This is an optimization exercise on Yosys and OpenROAD, whose aim is small area, a short achievable clock period and few clock cycles, not a production implementation.

==> zinc <==
==> flow/design.v <==
package sacu_pkg;
    localparam logic [2:0] KIND_ALLOC   = 3'd0;
    localparam logic [2:0] KIND_FREE    = 3'd1;
    localparam logic [2:0] KIND_COMPACT = 3'd2;
    localparam logic [2:0] KIND_WRITE   = 3'd3;
    localparam logic [2:0] KIND_READ    = 3'd4;
    localparam logic [2:0] ST_OK       = 3'd0;
    localparam logic [2:0] ST_OOM      = 3'd1;
    localparam logic [2:0] ST_FULL     = 3'd2;
    localparam logic [2:0] ST_NOTFOUND = 3'd3;
    localparam logic [2:0] ST_BAD      = 3'd4;
endpackage
import sacu_pkg::*;
module segment_allocator_with_compaction_unit (
    input  logic        clk,
    input  logic        rst_n,
    input  logic        s_tvalid,
    output logic        s_tready,
    input  logic [23:0] s_tdata,    
    output logic        m_tvalid,
    input  logic        m_tready,
    output logic [23:0] m_tdata     
);
    function automatic logic [31:0] pfx_or(input logic [31:0] v);
        logic [31:0] r;
        r = v;
        r = r | (r << 1);
        r = r | (r << 2);
        r = r | (r << 4);
        r = r | (r << 8);
        r = r | (r << 16);
        pfx_or = r;
    endfunction
    function automatic logic [32:0] therm(input logic [5:0] t);
        for (int q = 0; q < 33; q++)
            therm[q] = (6'(q) < t);
    endfunction
    typedef struct packed {
        logic       k_alloc;
        logic       k_free;
        logic       k_comp;
        logic       k_write;
        logic       k_read;
        logic       sz_zero;
        logic       sz_big;    
        logic [5:0] sz;
        logic [4:0] m;         
        logic [4:0] a;
        logic [7:0] wd;
    } req_t;
    logic        q0_full, q1_full;
    req_t        q0, q1;
    logic        o0_full, o1_full;
    logic [16:0] o0, o1;       
    logic [7:0]  mem [32];
    logic [31:0] seg_s;
    logic [31:0] seg_f;
    logic [5:0]  top;
    logic [32:0] below;
    logic [4:0]  cnt;
    req_t       din;           
    logic [5:0] din_m;
    always_comb
    begin
        din_m       = s_tdata[8:3] - 6'd1;
        din.k_alloc = (s_tdata[2:0] == KIND_ALLOC);
        din.k_free  = (s_tdata[2:0] == KIND_FREE);
        din.k_comp  = (s_tdata[2:0] == KIND_COMPACT);
        din.k_write = (s_tdata[2:0] == KIND_WRITE);
        din.k_read  = (s_tdata[2:0] == KIND_READ);
        din.sz_zero = (s_tdata[8:3] == 6'd0);
        din.sz_big  = din_m[5];
        din.sz      = s_tdata[8:3];
        din.m       = din_m[4:0];
        din.a       = s_tdata[13:9];
        din.wd      = s_tdata[21:14];
    end
    logic [31:0] hot_top;      
    logic [31:0] hot_a;        
    logic [31:0] ge_a;         
    always_comb
    begin
        for (int p = 0; p < 32; p++)
        begin
            hot_top[p] = below[p] ^ (p == 0 ? 1'b1 : below[p == 0 ? 0 : p - 1]);
            hot_a[p]   = (5'(p) == q0.a);
            ge_a[p]    = (5'(p) >= q0.a);
        end
    end
    logic        fits;
    logic        can_append;
    logic [32:0] cont;         
    logic [31:0] a1, a2, a4, a8, a16;
    logic [31:0] r0, r1, r2, r3, r4, r5;
    logic [31:0] match;
    logic [31:0] ge_match;
    logic [31:0] first;
    logic        hit;
    logic [4:0]  hit_pos;
    assign fits       = (7'(top) + 7'(q0.sz)) <= 7'd32;
    assign can_append = fits && !cnt[4];
    always_comb
    begin
        cont = {1'b0, ~seg_s & below[31:0]};
        a1  = cont[32:1];
        a2  = a1 & (a1 >> 1);
        a4  = a2 & (a2 >> 2);
        a8  = a4 & (a4 >> 4);
        a16 = a8 & (a8 >> 8);
        r0 = ~cont[32:1];
        r1 = q0.m[0] ? (a1  & (r0 >> 1))  : r0;
        r2 = q0.m[1] ? (a2  & (r1 >> 2))  : r1;
        r3 = q0.m[2] ? (a4  & (r2 >> 4))  : r2;
        r4 = q0.m[3] ? (a8  & (r3 >> 8))  : r3;
        r5 = q0.m[4] ? (a16 & (r4 >> 16)) : r4;
        match    = q0.sz_big ? 32'd0 : (seg_s & seg_f & r5);
        ge_match = pfx_or(match);
        first    = match & ~(ge_match << 1);
        hit      = ge_match[31];
        hit_pos  = '0;
        for (int p = 0; p < 32; p++)
            if (first[p]) hit_pos = hit_pos | 5'(p);
    end
    logic        found;
    logic [31:0] free_mask;
    assign found     = |(seg_s & hot_a);
    assign free_mask = ge_a & ~pfx_or(seg_s & (ge_a << 1)) & below[31:0];
    logic [31:0] ge_f;
    logic [31:0] low_hot;
    logic [31:0] shift;
    logic        any_f;
    logic [4:0]  n_seg;
    always_comb
    begin
        ge_f    = pfx_or(seg_f);
        any_f   = |seg_f;
        low_hot = seg_f & ~(ge_f << 1);
        shift   = ge_f & below[31:0];
        n_seg   = '0;
        for (int p = 0; p < 32; p++)
            n_seg = n_seg + 5'(seg_s[p]);
    end
    logic        go;           
    logic        done;         
    logic        op_append, op_reuse, op_free, op_write, op_step, op_cend;
    logic [2:0]  res_st;
    logic [5:0]  res_ra;
    logic [7:0]  res_rd;
    assign go = q0_full && !o1_full;
    always_comb
    begin
        op_append = go && q0.k_alloc && !q0.sz_zero && can_append;
        op_reuse  = go && q0.k_alloc && !q0.sz_zero && !can_append && hit;
        op_free   = go && q0.k_free && found;
        op_write  = go && q0.k_write;
        op_step   = go && q0.k_comp;
        op_cend   = go && q0.k_comp && !any_f;
        done      = go && !(q0.k_comp && any_f);
        res_st = ST_BAD;
        res_ra = '0;
        res_rd = '0;
        if (q0.k_alloc && !q0.sz_zero)
        begin
            if (can_append)
            begin
                res_st = ST_OK;
                res_ra = top;
            end
            else if (hit)
            begin
                res_st = ST_OK;
                res_ra = 6'(hit_pos);
            end
            else
                res_st = fits ? ST_FULL : ST_OOM;
        end
        if (q0.k_free)
            res_st = found ? ST_OK : ST_NOTFOUND;
        if (q0.k_comp)
        begin
            res_st = ST_OK;
            res_ra = top;
        end
        if (q0.k_write)
            res_st = ST_OK;
        if (q0.k_read)
        begin
            res_st = ST_OK;
            for (int p = 0; p < 32; p++)
                res_rd = res_rd | (mem[p] & {8{hot_a[p]}});
        end
    end
    logic take;
    assign s_tready = !q1_full;
    assign take     = s_tvalid && !q1_full;
    always_ff @(posedge clk or negedge rst_n)
    begin
        if (!rst_n)
        begin
            q0_full <= 1'b0;
            q1_full <= 1'b0;
            o0_full <= 1'b0;
            o1_full <= 1'b0;
        end
        else
        begin
            if (!q0_full || done)
            begin
                q0_full <= q1_full || take;
                q1_full <= 1'b0;
            end
            else if (take)
                q1_full <= 1'b1;
            if (!o0_full || m_tready)
            begin
                o0_full <= o1_full || done;
                o1_full <= 1'b0;
            end
            else if (done)
                o1_full <= 1'b1;
        end
    end
    always_ff @(posedge clk)
    begin
        if (!q0_full || done)
            q0 <= q1_full ? q1 : din;
        if (!q1_full)
            q1 <= din;
        if (!o0_full || m_tready)
            o0 <= o1_full ? o1 : {res_rd, res_ra, res_st};
        if (!o1_full)
            o1 <= {res_rd, res_ra, res_st};
    end
    assign m_tvalid = o0_full;
    assign m_tdata  = {7'd0, o0};
    logic [31:0] m_we, m_sh, m_keep;
    always_comb
    begin
        for (int p = 0; p < 32; p++)
        begin
            m_we[p]   = op_write && hot_a[p];
            m_sh[p]   = op_step && shift[p] && below[p + 1];
            m_keep[p] = !(m_we[p] || (op_step && shift[p]) || (op_free && free_mask[p]));
        end
    end
    always_ff @(posedge clk or negedge rst_n)
    begin
        if (!rst_n)
        begin
            for (int p = 0; p < 32; p++)
                mem[p] <= 8'd0;
        end
        else
        begin
            for (int p = 0; p < 32; p++)
                mem[p] <= ({8{m_we[p]}} & q0.wd)
                        | ({8{m_sh[p]}} & ((p < 31) ? mem[p < 31 ? p + 1 : p] : 8'd0))
                        | ({8{m_keep[p]}} & mem[p]);
        end
    end
    logic [5:0] top_next;
    always_comb
    begin
        top_next = top;
        if (op_append)
            top_next = top + q0.sz;
        if (op_step && any_f)
            top_next = top - 6'd1;
    end
    always_ff @(posedge clk or negedge rst_n)
    begin
        if (!rst_n)
        begin
            seg_s <= '0;
            seg_f <= '0;
            top   <= '0;
            below <= '0;
            cnt   <= '0;
        end
        else
        begin
            for (int p = 0; p < 32; p++)
            begin
                if (op_append && hot_top[p])
                    seg_s[p] <= 1'b1;
                else if (op_step && shift[p])
                    seg_s[p] <= (p < 31) ? ((low_hot[p] || seg_s[p < 31 ? p + 1 : p]) && below[p + 1]) : 1'b0;
                if (op_free && hot_a[p])
                    seg_f[p] <= 1'b1;
                else if (op_reuse && first[p])
                    seg_f[p] <= 1'b0;
                else if (op_step && shift[p])
                    seg_f[p] <= (p < 31) ? ((low_hot[p] && !seg_s[p < 31 ? p + 1 : p]) || seg_f[p < 31 ? p + 1 : p]) && below[p + 1] : 1'b0;
            end
            top   <= top_next;
            below <= therm(top_next);
            if (op_append)
                cnt <= cnt + 5'd1;
            if (op_cend)
                cnt <= n_seg;
        end
    end
endmodule
==> flow/run.sh <==
#!/bin/bash
# synth_recipe.tcl (not shown) runs the flow's synth.tcl, then flattens the netlist and writes it again
# the make line also repeats each setting of config.mk as NAME=value (left out here)
make -C /OpenROAD-flow-scripts/flow DESIGN_CONFIG=/design/flow/config.mk WORK_HOME=/design/flow/orfs CLKGATE_MAP_FILE= SYNTH_SCRIPT=/design/flow/synth_recipe.tcl finish
==> flow/config.mk <==
export PLATFORM = sky130hd
export DESIGN_NAME = segment_allocator_with_compaction_unit
export DESIGN_NICKNAME = segment_allocator_with_compaction_unit
export VERILOG_FILES = /design/flow/design.v
export SDC_FILE = /design/flow/constraint.sdc
export NUM_CORES = 4
export LEC_CHECK = 0
export CAP_MARGIN = 20
export CORE_MARGIN = 2
export CORE_UTILIZATION = 40
export SETUP_SLACK_MARGIN = 2.5
export SLEW_MARGIN = 20
==> flow/constraint.sdc <==
create_clock -name core_clock -period 6.0 [get_ports {clk}]
set_input_delay 1.2000 -clock core_clock [delete_from_list [all_inputs] [get_ports {clk}]]
set_output_delay 1.2000 -clock core_clock [all_outputs]
set_load 0.01 [all_outputs]
==> inputs of yarrow, as changes to zinc <==
--- a/flow/design.v
+++ b/flow/design.v
@@ -42,38 +42,43 @@
         logic       k_write;
         logic       k_read;
         logic       sz_zero;
-        logic       sz_big;    
-        logic [5:0] sz;
-        logic [4:0] m;         
-        logic [4:0] a;
+        logic [5:0] m;         
+        logic [31:0] ge;       
         logic [7:0] wd;
     } req_t;
     logic        q0_full, q1_full;
-    req_t        q0, q1;
-    logic        o0_full, o1_full;
-    logic [16:0] o0, o1;       
+    req_t        q0;
+    logic [21:0] q1;
+    logic        r_full;       
+    logic        r_search;     
+    logic        r_fits;
+    logic        r_hit;        
+    logic        r_comp;       
+    logic        r_read;       
+    logic [31:0] r_data;       
+    logic        o0_full;
+    logic [16:0] o0;           
     logic [7:0]  mem [32];
     logic [31:0] seg_s;
     logic [31:0] seg_f;
     logic [5:0]  top;
     logic [32:0] below;
     logic [4:0]  cnt;
-    req_t       din;           
-    logic [5:0] din_m;
+    logic [21:0] q_in;         
+    req_t        din;
     always_comb
     begin
-        din_m       = s_tdata[8:3] - 6'd1;
-        din.k_alloc = (s_tdata[2:0] == KIND_ALLOC);
-        din.k_free  = (s_tdata[2:0] == KIND_FREE);
-        din.k_comp  = (s_tdata[2:0] == KIND_COMPACT);
-        din.k_write = (s_tdata[2:0] == KIND_WRITE);
-        din.k_read  = (s_tdata[2:0] == KIND_READ);
-        din.sz_zero = (s_tdata[8:3] == 6'd0);
-        din.sz_big  = din_m[5];
-        din.sz      = s_tdata[8:3];
-        din.m       = din_m[4:0];
-        din.a       = s_tdata[13:9];
-        din.wd      = s_tdata[21:14];
+        q_in        = q1_full ? q1 : s_tdata[21:0];
+        din.k_alloc = (q_in[2:0] == KIND_ALLOC);
+        din.k_free  = (q_in[2:0] == KIND_FREE);
+        din.k_comp  = (q_in[2:0] == KIND_COMPACT);
+        din.k_write = (q_in[2:0] == KIND_WRITE);
+        din.k_read  = (q_in[2:0] == KIND_READ);
+        din.sz_zero = (q_in[8:3] == 6'd0);
+        din.m       = q_in[8:3] - 6'd1;
+        for (int p = 0; p < 32; p++)
+            din.ge[p] = (5'(p) >= q_in[13:9]);
+        din.wd      = q_in[21:14];
     end
     logic [31:0] hot_top;      
     logic [31:0] hot_a;        
@@ -83,8 +88,8 @@
         for (int p = 0; p < 32; p++)
         begin
             hot_top[p] = below[p] ^ (p == 0 ? 1'b1 : below[p == 0 ? 0 : p - 1]);
-            hot_a[p]   = (5'(p) == q0.a);
-            ge_a[p]    = (5'(p) >= q0.a);
+            hot_a[p]   = q0.ge[p] && !(p > 0 && q0.ge[p > 0 ? p - 1 : 0]);
+            ge_a[p]    = q0.ge[p];
         end
     end
     logic        fits;
@@ -93,11 +98,7 @@
     logic [31:0] a1, a2, a4, a8, a16;
     logic [31:0] r0, r1, r2, r3, r4, r5;
     logic [31:0] match;
-    logic [31:0] ge_match;
-    logic [31:0] first;
-    logic        hit;
-    logic [4:0]  hit_pos;
-    assign fits       = (7'(top) + 7'(q0.sz)) <= 7'd32;
+    assign fits       = (7'(top) + 7'(q0.m)) <= 7'd31;
     assign can_append = fits && !cnt[4];
     always_comb
     begin
@@ -113,13 +114,7 @@
         r3 = q0.m[2] ? (a4  & (r2 >> 4))  : r2;
         r4 = q0.m[3] ? (a8  & (r3 >> 8))  : r3;
         r5 = q0.m[4] ? (a16 & (r4 >> 16)) : r4;
-        match    = q0.sz_big ? 32'd0 : (seg_s & seg_f & r5);
-        ge_match = pfx_or(match);
-        first    = match & ~(ge_match << 1);
-        hit      = ge_match[31];
-        hit_pos  = '0;
-        for (int p = 0; p < 32; p++)
-            if (first[p]) hit_pos = hit_pos | 5'(p);
+        match = q0.m[5] ? 32'd0 : (seg_s & seg_f & r5);
     end
     logic        found;
     logic [31:0] free_mask;
@@ -129,67 +124,84 @@
     logic [31:0] low_hot;
     logic [31:0] shift;
     logic        any_f;
-    logic [4:0]  n_seg;
+    logic        seg_gone;     
     always_comb
     begin
-        ge_f    = pfx_or(seg_f);
-        any_f   = |seg_f;
-        low_hot = seg_f & ~(ge_f << 1);
-        shift   = ge_f & below[31:0];
-        n_seg   = '0;
-        for (int p = 0; p < 32; p++)
-            n_seg = n_seg + 5'(seg_s[p]);
-    end
+        ge_f     = pfx_or(seg_f);
+        any_f    = |seg_f;
+        low_hot  = seg_f & ~(ge_f << 1);
+        shift    = ge_f & below[31:0];
+        seg_gone = |(low_hot & ({1'b1, seg_s[31:1]} | ~below[32:1]));
+    end
+    logic        r_move;       
+    logic        r_clear;      
+    logic        stall;
     logic        go;           
     logic        done;         
-    logic        op_append, op_reuse, op_free, op_write, op_step, op_cend;
+    logic        op_append, op_free, op_write, op_step;
     logic [2:0]  res_st;
     logic [5:0]  res_ra;
-    logic [7:0]  res_rd;
-    assign go = q0_full && !o1_full;
+    logic        x_search;
+    assign r_move = r_full && (!o0_full || m_tready) && !(r_comp && any_f);
+    assign stall  = r_full && r_search && r_hit && (q0.k_alloc || q0.k_comp);
+    assign go     = q0_full && (!r_full || r_move) && !stall;
     always_comb
     begin
+        x_search  = q0.k_alloc && !q0.sz_zero && !can_append;
         op_append = go && q0.k_alloc && !q0.sz_zero && can_append;
-        op_reuse  = go && q0.k_alloc && !q0.sz_zero && !can_append && hit;
         op_free   = go && q0.k_free && found;
         op_write  = go && q0.k_write;
-        op_step   = go && q0.k_comp;
-        op_cend   = go && q0.k_comp && !any_f;
-        done      = go && !(q0.k_comp && any_f);
+        op_step   = any_f && ((go && q0.k_comp) || (r_full && r_comp));
+        done      = go;
         res_st = ST_BAD;
         res_ra = '0;
-        res_rd = '0;
-        if (q0.k_alloc && !q0.sz_zero)
+        if (q0.k_alloc && !q0.sz_zero && can_append)
         begin
-            if (can_append)
-            begin
-                res_st = ST_OK;
-                res_ra = top;
-            end
-            else if (hit)
-            begin
-                res_st = ST_OK;
-                res_ra = 6'(hit_pos);
-            end
-            else
-                res_st = fits ? ST_FULL : ST_OOM;
+            res_st = ST_OK;
+            res_ra = top;
         end
         if (q0.k_free)
             res_st = found ? ST_OK : ST_NOTFOUND;
         if (q0.k_comp)
         begin
             res_st = ST_OK;
-            res_ra = top;
+            res_ra = any_f ? top - 6'd1 : top;
         end
         if (q0.k_write)
             res_st = ST_OK;
         if (q0.k_read)
-        begin
             res_st = ST_OK;
+    end
+    logic [31:0] ge_match;
+    logic [31:0] first;
+    logic        hit;
+    logic [4:0]  hit_pos;
+    logic [16:0] res;
+    always_comb
+    begin
+        ge_match = pfx_or(r_data);
+        first    = r_data & ~(ge_match << 1);
+        hit      = ge_match[31];
+        hit_pos  = '0;
+        for (int p = 0; p < 32; p++)
+            if (first[p]) hit_pos = hit_pos | 5'(p);
+        if (r_search)
+        begin
+            if (r_hit)
+                res = {8'd0, 1'b0, hit_pos, ST_OK};
+            else
+                res = {8'd0, 6'd0, r_fits ? ST_FULL : ST_OOM};
+        end
+        else if (r_read)
+        begin
+            res = {8'd0, 6'd0, ST_OK};
             for (int p = 0; p < 32; p++)
-                res_rd = res_rd | (mem[p] & {8{hot_a[p]}});
+                res[16:9] = res[16:9] | (mem[p] & {8{r_data[p]}});
         end
+        else
+            res = r_data[16:0];
     end
+    assign r_clear = r_move && r_search && r_hit;
     logic take;
     assign s_tready = !q1_full;
     assign take     = s_tvalid && !q1_full;
@@ -199,8 +211,8 @@
         begin
             q0_full <= 1'b0;
             q1_full <= 1'b0;
+            r_full  <= 1'b0;
             o0_full <= 1'b0;
-            o1_full <= 1'b0;
         end
         else
         begin
@@ -211,25 +223,33 @@
             end
             else if (take)
                 q1_full <= 1'b1;
+            if (done)
+                r_full <= 1'b1;
+            else if (r_move)
+                r_full <= 1'b0;
             if (!o0_full || m_tready)
-            begin
-                o0_full <= o1_full || done;
-                o1_full <= 1'b0;
-            end
-            else if (done)
-                o1_full <= 1'b1;
+                o0_full <= r_move;
         end
     end
     always_ff @(posedge clk)
     begin
         if (!q0_full || done)
-            q0 <= q1_full ? q1 : din;
+            q0 <= din;
         if (!q1_full)
-            q1 <= din;
+            q1 <= s_tdata[21:0];
+        if (done)
+        begin
+            r_search <= x_search;
+            r_fits   <= fits;
+            r_hit    <= |match;
+            r_comp   <= q0.k_comp;
+            r_read   <= q0.k_read;
+            r_data   <= x_search ? match : q0.k_read ? hot_a : {23'd0, res_ra, res_st};
+        end
+        else if (op_step)
+            r_data[8:3] <= top - 6'd1;
         if (!o0_full || m_tready)
-            o0 <= o1_full ? o1 : {res_rd, res_ra, res_st};
-        if (!o1_full)
-            o1 <= {res_rd, res_ra, res_st};
+            o0 <= res;
     end
     assign m_tvalid = o0_full;
     assign m_tdata  = {7'd0, o0};
@@ -263,7 +283,7 @@
     begin
         top_next = top;
         if (op_append)
-            top_next = top + q0.sz;
+            top_next = top + q0.m + 6'd1;
         if (op_step && any_f)
             top_next = top - 6'd1;
     end
@@ -287,7 +307,7 @@
                     seg_s[p] <= (p < 31) ? ((low_hot[p] || seg_s[p < 31 ? p + 1 : p]) && below[p + 1]) : 1'b0;
                 if (op_free && hot_a[p])
                     seg_f[p] <= 1'b1;
-                else if (op_reuse && first[p])
+                else if (r_clear && first[p])
                     seg_f[p] <= 1'b0;
                 else if (op_step && shift[p])
                     seg_f[p] <= (p < 31) ? ((low_hot[p] && !seg_s[p < 31 ? p + 1 : p]) || seg_f[p < 31 ? p + 1 : p]) && below[p + 1] : 1'b0;
@@ -296,8 +316,8 @@
             below <= therm(top_next);
             if (op_append)
                 cnt <= cnt + 5'd1;
-            if (op_cend)
-                cnt <= n_seg;
+            if (op_step && seg_gone)
+                cnt <= cnt - 5'd1;
         end
     end
 endmodule
--- a/flow/config.mk
+++ b/flow/config.mk
@@ -5,8 +5,11 @@
 export SDC_FILE = /design/flow/constraint.sdc
 export NUM_CORES = 4
 export LEC_CHECK = 0
+export ABC_AREA = 1
 export CAP_MARGIN = 20
 export CORE_MARGIN = 2
 export CORE_UTILIZATION = 40
-export SETUP_SLACK_MARGIN = 2.5
+export CTS_BUF_LIST = sky130_fd_sc_hd__clkbuf_4 sky130_fd_sc_hd__clkbuf_8
+export SETUP_SLACK_MARGIN = 3.0
 export SLEW_MARGIN = 20
+export TNS_END_PERCENT = 0
==> out/results.tsv <==
stage	metric	value	unit
critical_path	required	6.53	ns
cts	htreeDepth	3	
timing	hold_slack	0.4483	ns
final_layout	layout_common_cells	928 x nand2_1, 578 x inv_1, 351 x dfrtp_1, 304 x nor2_1, 299 x o21ai_0	
final_layout	finalNonFillerCells	5416	
global_route	globalRouteMet2Util	0.4889	
critical_path	reg2reg_slack	2.84	ns
hold_path	min_from	q1[15]$_DFF_P_	
critical_path	worstPathCellList	inv_1 > nand3_1 > nor2_1 > nand2_1 > nor3_1 > nand2_1 > nor2_4 > nand2_1 > nand2_1 > and3b_1 > nand3_1 > nand2_1 > nand2_1	
run_status	status	timing/DRC/antenna clean	
final_layout	final_nets	4353	
final_layout	finish.utilization	0.4721	
critical_path	r2r_start	r_data[8]$_DFFE_PP_	
hold_path	min_to	q1[15]$_DFF_P_	
That was yarrow.
==> out/results.tsv <==
stage	metric	value	unit
hold_path	min_to	q1[26]$_DFF_P_	
final_layout	final_nets	3526	
die	dieWidth	271.1	um
final_layout	layout_common_cells	327 x dfrtp_1, 285 x inv_1, 274 x nand2_1, 247 x buf_4, 219 x a222oi_1	
critical_path	reg2reg_slack	1.10	ns
final_layout	finalNonFillerCells	4443	
final_layout	largest_reg_flops	256	
timing	rsz0062_at_grt	yes	
route	top_layer	met5	
run_status	status	timing/DRC/antenna clean	
timing	hold_slack	0.4477	ns
global_route	globalRouteMet2Util	0.5484	
job	drv_cap	0	
synth	yosys_warnings	2	
synth	synthFlopType	dfrtp_1	
hold_path	min_from	q1[26]$_DFF_P_	
critical_path	required	6.56	ns
critical_path	r2r_start	seg_s[15]$_DFFE_PN0P_	
die	coreArea	70270	sq um
That was zinc.
No functional check of the RTL was part of any run of this note.

==> port drivers added, routing unchanged <==
No port has a modelled driver above. Below, the same layouts with a new extraction and two added sets of constraints. Step 1 sets driving cells, clkbuf_16 on the clock port and buf_2 on the other inputs (assumed; they add their load-dependent delay and slew). Step 2 also shifts input and output timing later by t, the mid clock arrival at the registers, as if the neighbouring blocks saw the same clock. Three values: ideal, step 1, step 2; two values: the first two.
run	t (ns)	setup WS [ns]	latest minus earliest clock arrival (ns)
zinc	0.692	1.102 / 1.102 / 1.102	0.014 / 0.015
yarrow	0.780	2.835 / 2.835 / 2.265	0.036 / 0.036
After both steps every run listed still meets setup and hold. The setup slack of yarrow, which loses most, moves by 0.000 ns with the drivers and by -0.570 ns with both steps.
